Background: an optimization exercise with open tools, aiming at small area, a short achievable clock period and few clock cycles. Do not read the settings as production practice.
In this exercise RTL edits were held to simulation tests only and were not proved equivalent to the original.

==> flow/design.v (outline; a module is shown in full before it is edited, if it fits) <==
// module h64mix_mul: 1420 lines
// module h64mix_fa: 10 lines
// module hash64_multiply_mix_64bit_words_top: 197 lines
module hash64_multiply_mix_64bit_words_top (
   input  wire logic        clock,
   input  wire logic        reset,
   input  wire logic        req_valid,
   output logic             req_stall,
   input  wire logic [63:0] req_key_word,
   input  wire logic [3:0]  req_word_bytes,
   input  wire logic        req_last_word,
   input  wire logic [30:0] req_total_length,
   output logic             rsp_valid,
   input  wire logic        rsp_stall,
   output logic [63:0]      rsp_hash_value,
   input  wire logic        csr_valid,
   output logic             csr_ready,
   input  wire logic [31:0] csr_hash_seed
);
  // ...
==> flow/run.sh <==
#!/bin/bash
# synth_recipe.tcl (not shown) runs the flow's synth.tcl, then flattens the netlist and writes it again
# the make line also repeats each setting of config.mk as NAME=value (left out here)
make -C /OpenROAD-flow-scripts/flow DESIGN_CONFIG=/design/flow/config.mk WORK_HOME=/design/flow/orfs CLKGATE_MAP_FILE= SYNTH_SCRIPT=/design/flow/synth_recipe.tcl finish
==> flow/config.mk <==
export PLATFORM = sky130hd
export DESIGN_NAME = hash64_multiply_mix_64bit_words_top
export DESIGN_NICKNAME = hash64_multiply_mix_64bit_words_top
export VERILOG_FILES = /design/flow/design.v
export SDC_FILE = /design/flow/constraint.sdc
export NUM_CORES = 4
export LEC_CHECK = 0
export CAP_MARGIN = 0
export CORE_MARGIN = 2
export CORE_UTILIZATION = 40
export SETUP_SLACK_MARGIN = 5
export SLEW_MARGIN = 0
export SYNTH_HIERARCHICAL = 1
==> flow/constraint.sdc <==
create_clock -name core_clock -period 12.0 [get_ports {clock}]
set_input_delay 2.4000 -clock core_clock [delete_from_list [all_inputs] [get_ports {clock}]]
set_output_delay 2.4000 -clock core_clock [all_outputs]
set_load 0.01 [all_outputs]
==> results.py, run 1 <==
metrics = {
    "run_status": {
        "outcome": "no timing/DRC/antenna violations",
    },
    "synth": {
        "synth_common_cells": "2043 x fa_1, 690 x inv_1, 281 x a21oi_1",
        "yosysTopAreaCell": "fa_1",
        "synth_top_area_share": 0.585,
        "synth-compound-area-share": 0.0815,
        "ys_ff_latch": 301,
        "avgSynthCellArea_um2": 12.6,
        "synth-adder-area-share": 0.630,
        "synth_edf_count": 260,
        "synth_top_family_by_area": "adder cells",
    },
    "die": {
        "die_w_um": 422,
    },
    "layout": {
        "num-multi-input-gates": 4378,
        "seq_cells": 301,
        "final_cell_mix": "2001 x fa_1, 687 x inv_1, 347 x buf_4",
        "n_all_buffers": 707,
        "area_growth_syn_to_layout_pct": 18.9,
        "bufAreaShareNonClock": 0.0874,
        "seq_share": 0.104,
        "final_core_util": 0.478,
    },
    "placement": {
        "port_buffers": 202,
        "placedCellCount": 8053,
        "placed_cell_area_um2": 75400,
    },
    "drt": {
        "drt-initial-drc-count": 5173,
        "wl_met1_mm": 95.5,
        "route.vias.total": 49040,
        "maxUsedRoutingLayer": "met5",
        "routed_wirelength_mm": 266,
    },
    "grt": {
        "grt-ovfl-total": 0,
        "grt_busiest_layer": "met2",
        "met2_usage": 0.486,
    },
    "worst_setup_path": {
        "crit_path_end": "xc_ff[15]",
        "reg2reg_slack_ps": 4710,
    },
    "clock_network": {
        "cts.sinks": 301,
        "clock_latency_ps": 680,
        "numCtsBuffers": 43,
    },
    "timing": {
        "slew_violations": 0,
        "max_slew_margin": 0.0394,
    },
    "worst_hold_path": {
        "hold_path_depth": 0,
    },
}
Testbench counts, summed over its fixed seeds: cycles 9,166.
==> module hash64_multiply_mix_64bit_words_top, before the edit <==
module hash64_multiply_mix_64bit_words_top (
   input  wire logic        clock,
   input  wire logic        reset,
   input  wire logic        req_valid,
   output logic             req_stall,
   input  wire logic [63:0] req_key_word,
   input  wire logic [3:0]  req_word_bytes,
   input  wire logic        req_last_word,
   input  wire logic [30:0] req_total_length,
   output logic             rsp_valid,
   input  wire logic        rsp_stall,
   output logic [63:0]      rsp_hash_value,
   input  wire logic        csr_valid,
   output logic             csr_ready,
   input  wire logic [31:0] csr_hash_seed
);
   localparam logic [1:0] TA_NONE = 2'd0;
   localparam logic [1:0] TA_FULL = 2'd1;    
   localparam logic [1:0] TA_PART = 2'd2;    
   localparam logic [2:0] TB_NONE  = 3'd0;
   localparam logic [2:0] TB_K2    = 3'd1;
   localparam logic [2:0] TB_LFULL = 3'd2;   
   localparam logic [2:0] TB_LPART = 3'd3;   
   localparam logic [2:0] TB_LEMPT = 3'd4;   
   localparam logic [1:0] TC_NONE = 2'd0;
   localparam logic [1:0] TC_H    = 2'd1;    
   localparam logic [1:0] TC_HEND = 2'd2;    
   localparam logic [1:0] TC_RES  = 2'd3;    
   logic [1:0]  ta_ff;
   logic        ta_first_ff, ta_last_ff;
   logic [2:0]  tb_ff;
   logic        tb_first_ff, tb_last_ff;
   logic [1:0]  tc_ff;
   logic        key_open_ff;
   logic [63:0] xa_ff, xb_ff, xc_ff, hash_ff;
   logic [31:0] seed_ff;
   logic        rsp_valid_ff;
   logic [63:0] pa, pb, pc;
   h64mix_mul u_mul_a (.operand (xa_ff), .product (pa));
   h64mix_mul u_mul_b (.operand (xb_ff), .product (pb));
   h64mix_mul u_mul_c (.operand (xc_ff), .product (pc));
   function automatic logic [63:0] mix(input logic [63:0] v);
      mix = v ^ (v >> 47);
   endfunction
   logic [3:0]  nb;
   logic [63:0] mw;
   logic        w_full, w_empty, w_ends;
   assign nb      = (req_word_bytes > 4'd8) ? 4'd8 : req_word_bytes;
   assign w_full  = (nb == 4'd8);
   assign w_empty = (nb == 4'd0);
   assign w_ends  = req_last_word || !w_full;
   always_comb begin
      for (int i = 0; i < 8; i++) begin
         mw[i*8 +: 8] = (4'(i) < nb) ? req_key_word[i*8 +: 8] : 8'h00;
      end
   end
   logic freeze;      
   logic ok_full, ok_first_full, ok_later_short, ok_first_short, can_take, take;
   assign freeze = ((tc_ff == TC_RES) || (tb_ff == TB_LFULL)) && rsp_valid_ff && rsp_stall;
   assign ok_full        = 1'b1;
   assign ok_first_full  = (ta_ff != TA_FULL) && (tc_ff != TC_HEND) && (tb_ff != TB_LEMPT);
   assign ok_later_short = (ta_ff != TA_FULL);
   assign ok_first_short = (ta_ff == TA_NONE) && (tb_ff != TB_K2) && (tb_ff != TB_LPART);
   always_comb begin
      if (w_full) begin
         can_take = key_open_ff ? ok_full : ok_first_full;
      end else begin
         can_take = key_open_ff ? ok_later_short : ok_first_short;
      end
      can_take = can_take && !freeze;
   end
   assign req_stall = !can_take;
   assign take      = req_valid && can_take;
   logic [1:0]  ta_in;
   logic        ta_first_in, ta_last_in;
   logic [2:0]  tb_in;
   logic        tb_first_in, tb_last_in;
   logic [1:0]  tc_in;
   logic        key_open_in;
   logic [63:0] xb_in, xc_in;
   logic        produce;
   localparam logic [1:0] U_PC   = 2'd0;
   localparam logic [1:0] U_HASH = 2'd1;
   localparam logic [1:0] U_SPB  = 2'd2;    
   localparam logic [1:0] V_PB   = 2'd0;
   localparam logic [1:0] V_XA   = 2'd1;
   localparam logic [1:0] V_NONE = 2'd2;
   logic [1:0]  u_sel, v_sel;
   logic        mix_c, xc_we;
   logic [63:0] spb, u_c, v_c, y_c;
   logic        end_mark;    
   assign end_mark = take && key_open_ff && w_empty;
   always_comb begin
      ta_in       = TA_NONE;
      ta_first_in = !key_open_ff;
      ta_last_in  = w_ends;
      key_open_in = key_open_ff;
      if (take) begin
         key_open_in = !w_ends;
         if (w_full) begin
            ta_in = TA_FULL;
         end else if (key_open_ff && !w_empty) begin
            ta_in = TA_PART;
         end
      end
      tb_in       = TB_NONE;
      tb_first_in = ta_first_ff;
      tb_last_in  = ta_last_ff;
      xb_in       = mix(pa);
      if (ta_ff == TA_FULL) begin
         tb_in = TB_K2;
      end else if (take && !key_open_ff) begin
         xb_in = 64'(req_total_length);
         tb_in = w_full ? TB_LFULL : (w_empty ? TB_LEMPT : TB_LPART);
      end
      tc_in  = tc_ff;
      xc_we  = 1'b1;
      u_sel  = U_PC;
      v_sel  = V_PB;
      mix_c  = 1'b0;
      if (tb_ff == TB_K2) begin
         u_sel = tb_first_ff ? U_HASH : U_PC;
         tc_in = (tb_last_ff || end_mark) ? TC_HEND : TC_H;
      end else if (tb_ff == TB_LPART) begin
         u_sel = U_SPB;
         v_sel = V_XA;
         tc_in = TC_HEND;
      end else if (tb_ff == TB_LEMPT) begin
         u_sel = U_SPB;
         v_sel = V_NONE;
         mix_c = 1'b1;
         tc_in = TC_RES;
      end else if (ta_ff == TA_PART) begin
         v_sel = V_XA;
         tc_in = TC_HEND;
      end else if (tc_ff == TC_HEND) begin
         v_sel = V_NONE;
         mix_c = 1'b1;
         tc_in = TC_RES;
      end else begin
         xc_we = 1'b0;
         if (tc_ff == TC_RES) begin
            tc_in = TC_NONE;
         end else if (end_mark) begin
            tc_in = TC_HEND;
         end
      end
      produce = (tc_ff == TC_RES);
   end
   assign spb   = 64'(seed_ff) ^ pb;
   assign u_c   = (u_sel == U_PC) ? pc : ((u_sel == U_HASH) ? hash_ff : spb);
   assign v_c   = (v_sel == V_PB) ? pb : ((v_sel == V_XA) ? xa_ff : 64'd0);
   assign y_c   = u_c ^ v_c;
   assign xc_in = mix_c ? mix(y_c) : y_c;
   always_ff @(posedge clock) begin
      if (reset) begin
         ta_ff        <= TA_NONE;
         tb_ff        <= TB_NONE;
         tc_ff        <= TC_NONE;
         key_open_ff  <= 1'b0;
         rsp_valid_ff <= 1'b0;
         seed_ff      <= '0;
      end else begin
         if (!freeze) begin
            ta_ff        <= ta_in;
            tb_ff        <= tb_in;
            tc_ff        <= tc_in;
            key_open_ff  <= key_open_in;
            rsp_valid_ff <= produce || (rsp_valid_ff && rsp_stall);
         end
         if (csr_valid) begin
            seed_ff <= csr_hash_seed;
         end
      end
   end
   always_ff @(posedge clock) begin
      if (!freeze) begin
         ta_first_ff <= ta_first_in;
         ta_last_ff  <= ta_last_in;
         tb_first_ff <= tb_first_in;
         tb_last_ff  <= tb_last_in;
         xa_ff       <= mw;
         xb_ff       <= xb_in;
         if (xc_we) begin
            xc_ff <= xc_in;
         end
         if (produce) begin
            hash_ff <= mix(pc);
         end else if (tb_ff == TB_LFULL) begin
            hash_ff <= spb;
         end
      end
   end
   assign csr_ready      = 1'b1;
   assign rsp_valid      = rsp_valid_ff;
   assign rsp_hash_value = hash_ff;
endmodule
==> run 2, diff against run 1 <==
--- a/flow/design.v
+++ b/flow/design.v
@@ -1413,17 +1413,259 @@
    wire c1407, c1408;
    h64mix_fa u_c1407 (.a(c1287), .b(c1286), .c(~c1168), .s(c1407), .co(c1408));
    wire c1409, c1410;
    h64mix_fa u_c1409 (.a(c1289), .b(c1288), .c(~c1172), .s(c1409), .co(c1410));
    wire c1411, c1412;
    h64mix_fa u_c1411 (.a(c1291), .b(c1290), .c(~c1176), .s(c1411), .co(c1412));
    wire [63:0] ra = {c1411, c1409, c1407, c1405, c1403, c1401, c1399, c1397, c1395, c1393, c1391, c1389, c1387, c1385, c1383, c1381, c1379, c1377, c1375, c1373, c1371, c1369, c1367, c1365, c1363, c1361, c1359, c1357, c1355, c1353, c1351, c1349, c1347, c1345, c1343, c1341, c1339, c1337, c1335, c1333, c1331, c1329, c1327, c1325, c1323, c1321, c1319, c1317, c1315, c1313, c1311, c1309, c1307, c1305, c1303, c1301, c1299, c1297, c1295, operand[0], operand[3], operand[2], operand[1], operand[0]};
    wire [63:0] rb = {c1410, c1408, c1406, c1404, c1402, c1400, c1398, c1396, c1394, c1392, c1390, c1388, c1386, c1384, c1382, c1380, c1378, c1376, c1374, c1372, c1370, c1368, c1366, c1364, c1362, c1360, c1358, c1356, c1354, c1352, c1350, c1348, c1346, c1344, c1342, c1340, c1338, c1336, c1334, c1332, c1330, c1328, c1326, c1324, c1322, c1320, c1318, c1316, c1314, c1312, c1310, c1308, c1306, c1304, c1302, c1300, c1298, c1296, c1294, c1293, operand[1], operand[0], 1'b0, 1'b0};
-   assign product = ra + rb;
+   wire [63:0] g0 = ra & rb;
+   wire [63:0] p0 = ra ^ rb;
+   wire pg1 = g0[1] | (p0[1] & g0[0]);
+   wire pg2 = g0[3] | (p0[3] & g0[2]);
+   wire pp2 = p0[3] & p0[2];
+   wire pg3 = g0[5] | (p0[5] & g0[4]);
+   wire pp3 = p0[5] & p0[4];
+   wire pg4 = g0[7] | (p0[7] & g0[6]);
+   wire pp4 = p0[7] & p0[6];
+   wire pg5 = g0[9] | (p0[9] & g0[8]);
+   wire pp5 = p0[9] & p0[8];
+   wire pg6 = g0[11] | (p0[11] & g0[10]);
+   wire pp6 = p0[11] & p0[10];
+   wire pg7 = g0[13] | (p0[13] & g0[12]);
+   wire pp7 = p0[13] & p0[12];
+   wire pg8 = g0[15] | (p0[15] & g0[14]);
+   wire pp8 = p0[15] & p0[14];
+   wire pg9 = g0[17] | (p0[17] & g0[16]);
+   wire pp9 = p0[17] & p0[16];
+   wire pg10 = g0[19] | (p0[19] & g0[18]);
+   wire pp10 = p0[19] & p0[18];
+   wire pg11 = g0[21] | (p0[21] & g0[20]);
+   wire pp11 = p0[21] & p0[20];
+   wire pg12 = g0[23] | (p0[23] & g0[22]);
+   wire pp12 = p0[23] & p0[22];
+   wire pg13 = g0[25] | (p0[25] & g0[24]);
+   wire pp13 = p0[25] & p0[24];
+   wire pg14 = g0[27] | (p0[27] & g0[26]);
+   wire pp14 = p0[27] & p0[26];
+   wire pg15 = g0[29] | (p0[29] & g0[28]);
+   wire pp15 = p0[29] & p0[28];
+   wire pg16 = g0[31] | (p0[31] & g0[30]);
+   wire pp16 = p0[31] & p0[30];
+   wire pg17 = g0[33] | (p0[33] & g0[32]);
+   wire pp17 = p0[33] & p0[32];
+   wire pg18 = g0[35] | (p0[35] & g0[34]);
+   wire pp18 = p0[35] & p0[34];
+   wire pg19 = g0[37] | (p0[37] & g0[36]);
+   wire pp19 = p0[37] & p0[36];
+   wire pg20 = g0[39] | (p0[39] & g0[38]);
+   wire pp20 = p0[39] & p0[38];
+   wire pg21 = g0[41] | (p0[41] & g0[40]);
+   wire pp21 = p0[41] & p0[40];
+   wire pg22 = g0[43] | (p0[43] & g0[42]);
+   wire pp22 = p0[43] & p0[42];
+   wire pg23 = g0[45] | (p0[45] & g0[44]);
+   wire pp23 = p0[45] & p0[44];
+   wire pg24 = g0[47] | (p0[47] & g0[46]);
+   wire pp24 = p0[47] & p0[46];
+   wire pg25 = g0[49] | (p0[49] & g0[48]);
+   wire pp25 = p0[49] & p0[48];
+   wire pg26 = g0[51] | (p0[51] & g0[50]);
+   wire pp26 = p0[51] & p0[50];
+   wire pg27 = g0[53] | (p0[53] & g0[52]);
+   wire pp27 = p0[53] & p0[52];
+   wire pg28 = g0[55] | (p0[55] & g0[54]);
+   wire pp28 = p0[55] & p0[54];
+   wire pg29 = g0[57] | (p0[57] & g0[56]);
+   wire pp29 = p0[57] & p0[56];
+   wire pg30 = g0[59] | (p0[59] & g0[58]);
+   wire pp30 = p0[59] & p0[58];
+   wire pg31 = g0[61] | (p0[61] & g0[60]);
+   wire pp31 = p0[61] & p0[60];
+   wire pg32 = g0[63] | (p0[63] & g0[62]);
+   wire pp32 = p0[63] & p0[62];
+   wire pg33 = pg2 | (pp2 & pg1);
+   wire pg34 = pg4 | (pp4 & pg3);
+   wire pp34 = pp4 & pp3;
+   wire pg35 = pg6 | (pp6 & pg5);
+   wire pp35 = pp6 & pp5;
+   wire pg36 = pg8 | (pp8 & pg7);
+   wire pp36 = pp8 & pp7;
+   wire pg37 = pg10 | (pp10 & pg9);
+   wire pp37 = pp10 & pp9;
+   wire pg38 = pg12 | (pp12 & pg11);
+   wire pp38 = pp12 & pp11;
+   wire pg39 = pg14 | (pp14 & pg13);
+   wire pp39 = pp14 & pp13;
+   wire pg40 = pg16 | (pp16 & pg15);
+   wire pp40 = pp16 & pp15;
+   wire pg41 = pg18 | (pp18 & pg17);
+   wire pp41 = pp18 & pp17;
+   wire pg42 = pg20 | (pp20 & pg19);
+   wire pp42 = pp20 & pp19;
+   wire pg43 = pg22 | (pp22 & pg21);
+   wire pp43 = pp22 & pp21;
+   wire pg44 = pg24 | (pp24 & pg23);
+   wire pp44 = pp24 & pp23;
+   wire pg45 = pg26 | (pp26 & pg25);
+   wire pp45 = pp26 & pp25;
+   wire pg46 = pg28 | (pp28 & pg27);
+   wire pp46 = pp28 & pp27;
+   wire pg47 = pg30 | (pp30 & pg29);
+   wire pp47 = pp30 & pp29;
+   wire pg48 = pg32 | (pp32 & pg31);
+   wire pp48 = pp32 & pp31;
+   wire pg49 = pg34 | (pp34 & pg33);
+   wire pg50 = pg36 | (pp36 & pg35);
+   wire pp50 = pp36 & pp35;
+   wire pg51 = pg38 | (pp38 & pg37);
+   wire pp51 = pp38 & pp37;
+   wire pg52 = pg40 | (pp40 & pg39);
+   wire pp52 = pp40 & pp39;
+   wire pg53 = pg42 | (pp42 & pg41);
+   wire pp53 = pp42 & pp41;
+   wire pg54 = pg44 | (pp44 & pg43);
+   wire pp54 = pp44 & pp43;
+   wire pg55 = pg46 | (pp46 & pg45);
+   wire pp55 = pp46 & pp45;
+   wire pg56 = pg48 | (pp48 & pg47);
+   wire pp56 = pp48 & pp47;
+   wire pg57 = pg50 | (pp50 & pg49);
+   wire pg58 = pg52 | (pp52 & pg51);
+   wire pp58 = pp52 & pp51;
+   wire pg59 = pg54 | (pp54 & pg53);
+   wire pp59 = pp54 & pp53;
+   wire pg60 = pg56 | (pp56 & pg55);
+   wire pp60 = pp56 & pp55;
+   wire pg61 = pg58 | (pp58 & pg57);
+   wire pg62 = pg60 | (pp60 & pg59);
+   wire pp62 = pp60 & pp59;
+   wire pg63 = pg62 | (pp62 & pg61);
+   wire pg64 = pg59 | (pp59 & pg61);
+   wire pg65 = pg51 | (pp51 & pg57);
+   wire pg66 = pg53 | (pp53 & pg61);
+   wire pg67 = pg55 | (pp55 & pg64);
+   wire pg68 = pg35 | (pp35 & pg49);
+   wire pg69 = pg37 | (pp37 & pg57);
+   wire pg70 = pg39 | (pp39 & pg65);
+   wire pg71 = pg41 | (pp41 & pg61);
+   wire pg72 = pg43 | (pp43 & pg66);
+   wire pg73 = pg45 | (pp45 & pg64);
+   wire pg74 = pg47 | (pp47 & pg67);
+   wire pg75 = pg3 | (pp3 & pg33);
+   wire pg76 = pg5 | (pp5 & pg49);
+   wire pg77 = pg7 | (pp7 & pg68);
+   wire pg78 = pg9 | (pp9 & pg57);
+   wire pg79 = pg11 | (pp11 & pg69);
+   wire pg80 = pg13 | (pp13 & pg65);
+   wire pg81 = pg15 | (pp15 & pg70);
+   wire pg82 = pg17 | (pp17 & pg61);
+   wire pg83 = pg19 | (pp19 & pg71);
+   wire pg84 = pg21 | (pp21 & pg66);
+   wire pg85 = pg23 | (pp23 & pg72);
+   wire pg86 = pg25 | (pp25 & pg64);
+   wire pg87 = pg27 | (pp27 & pg73);
+   wire pg88 = pg29 | (pp29 & pg67);
+   wire pg89 = pg31 | (pp31 & pg74);
+   wire pg90 = g0[2] | (p0[2] & pg1);
+   wire pg91 = g0[4] | (p0[4] & pg33);
+   wire pg92 = g0[6] | (p0[6] & pg75);
+   wire pg93 = g0[8] | (p0[8] & pg49);
+   wire pg94 = g0[10] | (p0[10] & pg76);
+   wire pg95 = g0[12] | (p0[12] & pg68);
+   wire pg96 = g0[14] | (p0[14] & pg77);
+   wire pg97 = g0[16] | (p0[16] & pg57);
+   wire pg98 = g0[18] | (p0[18] & pg78);
+   wire pg99 = g0[20] | (p0[20] & pg69);
+   wire pg100 = g0[22] | (p0[22] & pg79);
+   wire pg101 = g0[24] | (p0[24] & pg65);
+   wire pg102 = g0[26] | (p0[26] & pg80);
+   wire pg103 = g0[28] | (p0[28] & pg70);
+   wire pg104 = g0[30] | (p0[30] & pg81);
+   wire pg105 = g0[32] | (p0[32] & pg61);
+   wire pg106 = g0[34] | (p0[34] & pg82);
+   wire pg107 = g0[36] | (p0[36] & pg71);
+   wire pg108 = g0[38] | (p0[38] & pg83);
+   wire pg109 = g0[40] | (p0[40] & pg66);
+   wire pg110 = g0[42] | (p0[42] & pg84);
+   wire pg111 = g0[44] | (p0[44] & pg72);
+   wire pg112 = g0[46] | (p0[46] & pg85);
+   wire pg113 = g0[48] | (p0[48] & pg64);
+   wire pg114 = g0[50] | (p0[50] & pg86);
+   wire pg115 = g0[52] | (p0[52] & pg73);
+   wire pg116 = g0[54] | (p0[54] & pg87);
+   wire pg117 = g0[56] | (p0[56] & pg67);
+   wire pg118 = g0[58] | (p0[58] & pg88);
+   wire pg119 = g0[60] | (p0[60] & pg74);
+   wire pg120 = g0[62] | (p0[62] & pg89);
+   assign product[0] = p0[0];
+   assign product[1] = p0[1] ^ g0[0];
+   assign product[2] = p0[2] ^ pg1;
+   assign product[3] = p0[3] ^ pg90;
+   assign product[4] = p0[4] ^ pg33;
+   assign product[5] = p0[5] ^ pg91;
+   assign product[6] = p0[6] ^ pg75;
+   assign product[7] = p0[7] ^ pg92;
+   assign product[8] = p0[8] ^ pg49;
+   assign product[9] = p0[9] ^ pg93;
+   assign product[10] = p0[10] ^ pg76;
+   assign product[11] = p0[11] ^ pg94;
+   assign product[12] = p0[12] ^ pg68;
+   assign product[13] = p0[13] ^ pg95;
+   assign product[14] = p0[14] ^ pg77;
+   assign product[15] = p0[15] ^ pg96;
+   assign product[16] = p0[16] ^ pg57;
+   assign product[17] = p0[17] ^ pg97;
+   assign product[18] = p0[18] ^ pg78;
+   assign product[19] = p0[19] ^ pg98;
+   assign product[20] = p0[20] ^ pg69;
+   assign product[21] = p0[21] ^ pg99;
+   assign product[22] = p0[22] ^ pg79;
+   assign product[23] = p0[23] ^ pg100;
+   assign product[24] = p0[24] ^ pg65;
+   assign product[25] = p0[25] ^ pg101;
+   assign product[26] = p0[26] ^ pg80;
+   assign product[27] = p0[27] ^ pg102;
+   assign product[28] = p0[28] ^ pg70;
+   assign product[29] = p0[29] ^ pg103;
+   assign product[30] = p0[30] ^ pg81;
+   assign product[31] = p0[31] ^ pg104;
+   assign product[32] = p0[32] ^ pg61;
+   assign product[33] = p0[33] ^ pg105;
+   assign product[34] = p0[34] ^ pg82;
+   assign product[35] = p0[35] ^ pg106;
+   assign product[36] = p0[36] ^ pg71;
+   assign product[37] = p0[37] ^ pg107;
+   assign product[38] = p0[38] ^ pg83;
+   assign product[39] = p0[39] ^ pg108;
+   assign product[40] = p0[40] ^ pg66;
+   assign product[41] = p0[41] ^ pg109;
+   assign product[42] = p0[42] ^ pg84;
+   assign product[43] = p0[43] ^ pg110;
+   assign product[44] = p0[44] ^ pg72;
+   assign product[45] = p0[45] ^ pg111;
+   assign product[46] = p0[46] ^ pg85;
+   assign product[47] = p0[47] ^ pg112;
+   assign product[48] = p0[48] ^ pg64;
+   assign product[49] = p0[49] ^ pg113;
+   assign product[50] = p0[50] ^ pg86;
+   assign product[51] = p0[51] ^ pg114;
+   assign product[52] = p0[52] ^ pg73;
+   assign product[53] = p0[53] ^ pg115;
+   assign product[54] = p0[54] ^ pg87;
+   assign product[55] = p0[55] ^ pg116;
+   assign product[56] = p0[56] ^ pg67;
+   assign product[57] = p0[57] ^ pg117;
+   assign product[58] = p0[58] ^ pg88;
+   assign product[59] = p0[59] ^ pg118;
+   assign product[60] = p0[60] ^ pg74;
+   assign product[61] = p0[61] ^ pg119;
+   assign product[62] = p0[62] ^ pg89;
+   assign product[63] = p0[63] ^ pg120;
 endmodule
 module h64mix_fa (
    input  wire logic a,
    input  wire logic b,
    input  wire logic c,
    output logic      s,
    output logic      co
 );
@@ -1509,25 +1751,16 @@
    logic [1:0]  ta_in;
    logic        ta_first_in, ta_last_in;
    logic [2:0]  tb_in;
    logic        tb_first_in, tb_last_in;
    logic [1:0]  tc_in;
    logic        key_open_in;
    logic [63:0] xb_in, xc_in;
    logic        produce;
-   localparam logic [1:0] U_PC   = 2'd0;
-   localparam logic [1:0] U_HASH = 2'd1;
-   localparam logic [1:0] U_SPB  = 2'd2;    
-   localparam logic [1:0] V_PB   = 2'd0;
-   localparam logic [1:0] V_XA   = 2'd1;
-   localparam logic [1:0] V_NONE = 2'd2;
-   logic [1:0]  u_sel, v_sel;
-   logic        mix_c, xc_we;
-   logic [63:0] spb, u_c, v_c, y_c;
    logic        end_mark;    
    assign end_mark = take && key_open_ff && w_empty;
    always_comb begin
       ta_in       = TA_NONE;
       ta_first_in = !key_open_ff;
       ta_last_in  = w_ends;
       key_open_in = key_open_ff;
       if (take) begin
@@ -1543,55 +1776,40 @@
       tb_last_in  = ta_last_ff;
       xb_in       = mix(pa);
       if (ta_ff == TA_FULL) begin
          tb_in = TB_K2;
       end else if (take && !key_open_ff) begin
          xb_in = 64'(req_total_length);
          tb_in = w_full ? TB_LFULL : (w_empty ? TB_LEMPT : TB_LPART);
       end
-      tc_in  = tc_ff;
-      xc_we  = 1'b1;
-      u_sel  = U_PC;
-      v_sel  = V_PB;
-      mix_c  = 1'b0;
+      tc_in = tc_ff;
+      xc_in = xc_ff;
       if (tb_ff == TB_K2) begin
-         u_sel = tb_first_ff ? U_HASH : U_PC;
+         xc_in = (tb_first_ff ? hash_ff : pc) ^ pb;
          tc_in = (tb_last_ff || end_mark) ? TC_HEND : TC_H;
       end else if (tb_ff == TB_LPART) begin
-         u_sel = U_SPB;
-         v_sel = V_XA;
+         xc_in = 64'(seed_ff) ^ pb ^ xa_ff;
          tc_in = TC_HEND;
       end else if (tb_ff == TB_LEMPT) begin
-         u_sel = U_SPB;
-         v_sel = V_NONE;
-         mix_c = 1'b1;
+         xc_in = mix(64'(seed_ff) ^ pb);
          tc_in = TC_RES;
       end else if (ta_ff == TA_PART) begin
-         v_sel = V_XA;
+         xc_in = pc ^ xa_ff;
          tc_in = TC_HEND;
       end else if (tc_ff == TC_HEND) begin
-         v_sel = V_NONE;
-         mix_c = 1'b1;
+         xc_in = mix(pc);
          tc_in = TC_RES;
-      end else begin
-         xc_we = 1'b0;
-         if (tc_ff == TC_RES) begin
-            tc_in = TC_NONE;
-         end else if (end_mark) begin
-            tc_in = TC_HEND;
-         end
+      end else if (tc_ff == TC_RES) begin
+         tc_in = TC_NONE;
+      end else if (end_mark) begin
+         tc_in = TC_HEND;
       end
       produce = (tc_ff == TC_RES);
    end
-   assign spb   = 64'(seed_ff) ^ pb;
-   assign u_c   = (u_sel == U_PC) ? pc : ((u_sel == U_HASH) ? hash_ff : spb);
-   assign v_c   = (v_sel == V_PB) ? pb : ((v_sel == V_XA) ? xa_ff : 64'd0);
-   assign y_c   = u_c ^ v_c;
-   assign xc_in = mix_c ? mix(y_c) : y_c;
    always_ff @(posedge clock) begin
       if (reset) begin
          ta_ff        <= TA_NONE;
          tb_ff        <= TB_NONE;
          tc_ff        <= TC_NONE;
          key_open_ff  <= 1'b0;
          rsp_valid_ff <= 1'b0;
          seed_ff      <= '0;
@@ -1611,23 +1829,21 @@
    always_ff @(posedge clock) begin
       if (!freeze) begin
          ta_first_ff <= ta_first_in;
          ta_last_ff  <= ta_last_in;
          tb_first_ff <= tb_first_in;
          tb_last_ff  <= tb_last_in;
          xa_ff       <= mw;
          xb_ff       <= xb_in;
-         if (xc_we) begin
-            xc_ff <= xc_in;
-         end
+         xc_ff       <= xc_in;
          if (produce) begin
             hash_ff <= mix(pc);
          end else if (tb_ff == TB_LFULL) begin
-            hash_ff <= spb;
+            hash_ff <= 64'(seed_ff) ^ pb;
          end
       end
    end
    assign csr_ready      = 1'b1;
    assign rsp_valid      = rsp_valid_ff;
    assign rsp_hash_value = hash_ff;
 endmodule
 `default_nettype wire
==> flow/config.mk (replaced) <==
export PLATFORM = sky130hd
export DESIGN_NAME = hash64_multiply_mix_64bit_words_top
export DESIGN_NICKNAME = hash64_multiply_mix_64bit_words_top
export VERILOG_FILES = /design/flow/design.v
export SDC_FILE = /design/flow/constraint.sdc
export NUM_CORES = 4
export LEC_CHECK = 0
export CAP_MARGIN = 20
export CORE_MARGIN = 2
export CORE_UTILIZATION = 40
export SETUP_SLACK_MARGIN = 5
export SLEW_MARGIN = 20
export SYNTH_HIERARCHICAL = 1
==> run 2 against run 1 <==
  * Still clean on timing, DRC and antenna
  * Non-clock buffer count grew 51
  * Utilization grew 0.78 points
==> results.py, run 2 <==
metrics = {
    "synth": {
        "avgSynthCellArea_um2": 13.3,
        "synth_flop_cell": "edfxtp_1",
        "synth_common_cells": "2133 x fa_1, 722 x inv_1, 282 x nand2_1",
        "yosysMostFrequentCell": "fa_1",
        "synth_top_area_share": 0.626,
        "synth_nets": 7650,
        "synth_edf_count": 260,
        "ys_seq_area_frac": 0.127,
        "yosysWarnings": 7,
        "syn_area_um2": 68200,
        "async_flop_share": 0,
        "yosysTopAreaCell": "fa_1",
        "synth_area_leaders": "fa_1 63%, edfxtp_1 11%, ha_1 4.5%, inv_1 4.0%, xnor2_1 2.2%",
        "synth_cell_types": 63,
        "syn_inst": 5134,
        "ys_ff_latch": 301,
    },
    "worst_setup_path": {
        "end_kind": "flip-flop",
        "cpLargestDelayFamily": "adder cells",
        "cp.arrival_ps": 8060,
        "crit_path_frequent_cell": "fa_1",
        "worst_path_max_delay_cell": "fa_1",
        "critical_path_class": "reg -> reg",
        "crit_path_start_kind": "flip-flop",
        "slowest_delay_ps": 610,
        "crit_fanout": 4,
        "crit_buf_inv": 6,
        "critical_path_required_ps": 12360,
    },
    "die": {
        "dieArea_um2": 174000,
        "io_pins": 204,
        "initial_core_util": 0.403,
        "core-area_um2": 169000,
        "die_w_um": 417,
        "dieHeight_um": 417,
        "core.rowCount": 151,
    },
    "drt": {
        "drtPass1Iterations": 6,
        "drt-initial-drc-count": 4486,
        "vias_per_cell": 5.62,
        "routedWlPerCell_um": 30.2,
        "postRouteAntennaNets": 0,
        "drc": 0,
        "route.vias.total": 45417,
        "routed_wirelength_mm": 244,
    },
    "clock_network": {
        "ctsHoldBuffers": 0,
        "htreeDepth": 2,
        "cts.sinks": 301,
        "cts-root-buf": "clkbuf_16",
        "numCtsBuffers": 39,
        "clk_pin_slew_ps": 60,
        "clock_latency_ps": 650,
        "cts_tree": "built",
        "cts_max_path_buffers": 3,
    },
    "grt": {
        "grt_util_met3": 0.0647,
        "grt_pass1_vias": 50631,
        "antenna_found_initial": 1,
        "grt_max_degree": 74,
        "grt_pass1_wl_mm": 354,
        "met2_usage": 0.453,
        "grt-ovfl-total": 0,
        "grt.total_usage": 0.286,
        "use_met1": 0.361,
        "grt_busiest_layer": "met2",
    },
    "layout": {
        "num_antenna_cells": 0,
        "fillers": 14685,
        "final_cell_mix": "2052 x fa_1, 713 x inv_1, 328 x buf_4",
        "nNetsFinal": 8347,
        "final_common_cell": "fa_1",
        "final_core_util": 0.486,
        "area_growth_syn_to_layout_pct": 20.7,
        "stdcell_count": 8080,
        "drive_above_1_share": 0.167,
    },
    "placement": {
        "port_buffers": 202,
        "placedCellCount": 7604,
        "hpwl_mm": 179,
        "gp_congestion": 0.933,
    },
    "timing": {
        "fin_skew_ps": 46.1,
        "max_slew_margin": 0.227,
        "hold-worst-slack_ps": 420,
        "slew_violations": 0,
        "tightest_slew_ps": 1160,
        "fmax_ghz": 0.130,
        "rsz0062_at_grt": "true",
        "hold_violations": 0,
        "tns_ps": 0,
        "finalSetupViolCount": 0,
        "min_period_over_period": 0.641,
        "min_period_ps": 7700,
    },
    "worst_hold_path": {
        "hp-class": "reg -> reg",
    },
    "run_status": {
        "outcome": "no timing/DRC/antenna violations",
    },
    "job": {
        "maxCapViolCount": 0,
    },
}
run 2: worst register-to-register path: cells and delay by family, from the launching register on:
| family | cells | cell delay, ps |
|---|---|---|
| buffers and inverters | 6 | 780 |
| XOR/XNOR | 2 | 490 |
| AND/OR/NAND/NOR | 5 | 790 |
| multiplexers | 1 | 160 |
| AO/OA/AOI/OAI | 6 | 1080 |
| flip-flops | 1 | 430 |
| adder cells (fa/ha/maj) | 8 | 3670 |
run 2: through the flow:
stage	worst slack (ps)	area, µm²
2_1_floorplan	4450	68500
3_3_place_gp	3530	74000
3_5_place_dp	3490	74000
4_1_cts	4420	80500
5_1_grt	4180	82300
6_report	4300	82300
run 2: path summary, 6_finish.rpt:
kind | startpoint | end | slack, ps | cells after the start
setup / recovery | xc_ff[28] | xc_ff[16] | 4300 | 28
hold / removal | ta_last_ff | tb_last_ff | 420 | 0
setup reg to reg | xc_ff[28] | xc_ff[16] | 4300 | 28
hold reg to reg | ta_last_ff | tb_last_ff | 420 | 0
run 2: layout make-up:
class / count / area [µm²] / share of cell area
Timing Repair Buffer: 758 / 8110 / 0.0985
Clock inverter: 17 / 239 / 0.00290
Inverter: 722 / 2740 / 0.0333
Sequential cell: 301 / 8630 / 0.105
Tap cell: 2218 / 2780 / 0.0337
Clock buffer: 55 / 1120 / 0.0136
Multi-Input combinational cell: 4009 / 58700 / 0.713
run 2: per-layer routing:
metal  up-vias  share of wire
li1      17512              -
met1     24595           0.36
met2      2700           0.47
met3       608          0.094
met4         2          0.073
met5         -       0.000053
run 2: cells by family after synthesis:
kind of cell / synth area share
xor+xnor: 0.0409
mux: 0.0196
compound gates: 0.0521
buf+inv: 0.0466
other cells: 0.0000550
simple gates: 0.0425
flops: 0.127
fa+ha+maj: 0.672
run 2: timing repair:
| item | CTS | global route |
|---|---|---|
| pin swaps | 229 | 216 |
| gates cloned | 3 | 2 |
| gates resized for setup | 480 | 230 |
| setup buffers | 307 | 92 |
| setup endpoints to repair | 146 | 112 |
run 2: modules after synthesis (local to each module, per instance):
module                               cell area, µm²  times used  cells inside
h64mix_fa                                      20.0        2040             1
h64mix_mul                                     3700           3           527
hash64_multiply_mix_64bit_words_top           16200           1          1513
Testbench counts of run 2, summed over its fixed seeds: cycles 9,166.

afterwards: timing with drivers on the ports:
How much do the figures lean on ideal ports? The routed layouts below were timed once more, with nothing changed but the port constraints. Step 1 (the two cells are an assumption about what drives the block):
set clk [get_ports {clock}]
set_driving_cell -lib_cell sky130_fd_sc_hd__clkbuf_16 $clk
set_driving_cell -lib_cell sky130_fd_sc_hd__buf_2 [delete_from_list [all_inputs] $clk]
Step 2 adds t to the input delays and takes it off the output delays; t is the mean of the earliest and latest rising clock arrival at the registers after step 1. Input paths then give back, and output paths get back, about the clock's delay inside the block. a / b / c = no drivers / after step 1 / after step 2; a / b = the first two.
run | t, ns | slack for setup (ns) | hold WS [ns] | worst setup path at the end | latest minus earliest clock arrival (ns)
run 1 | 0.722 | 4.708 / 4.708 / 4.708 | 0.419 / 0.419 / 0.419 | register to register | 0.087 / 0.087
run 2 | 0.704 | 4.304 / 4.304 / 4.304 | 0.420 / 0.420 / 0.420 | register to register | 0.047 / 0.047
After both steps every run listed still meets setup and hold.
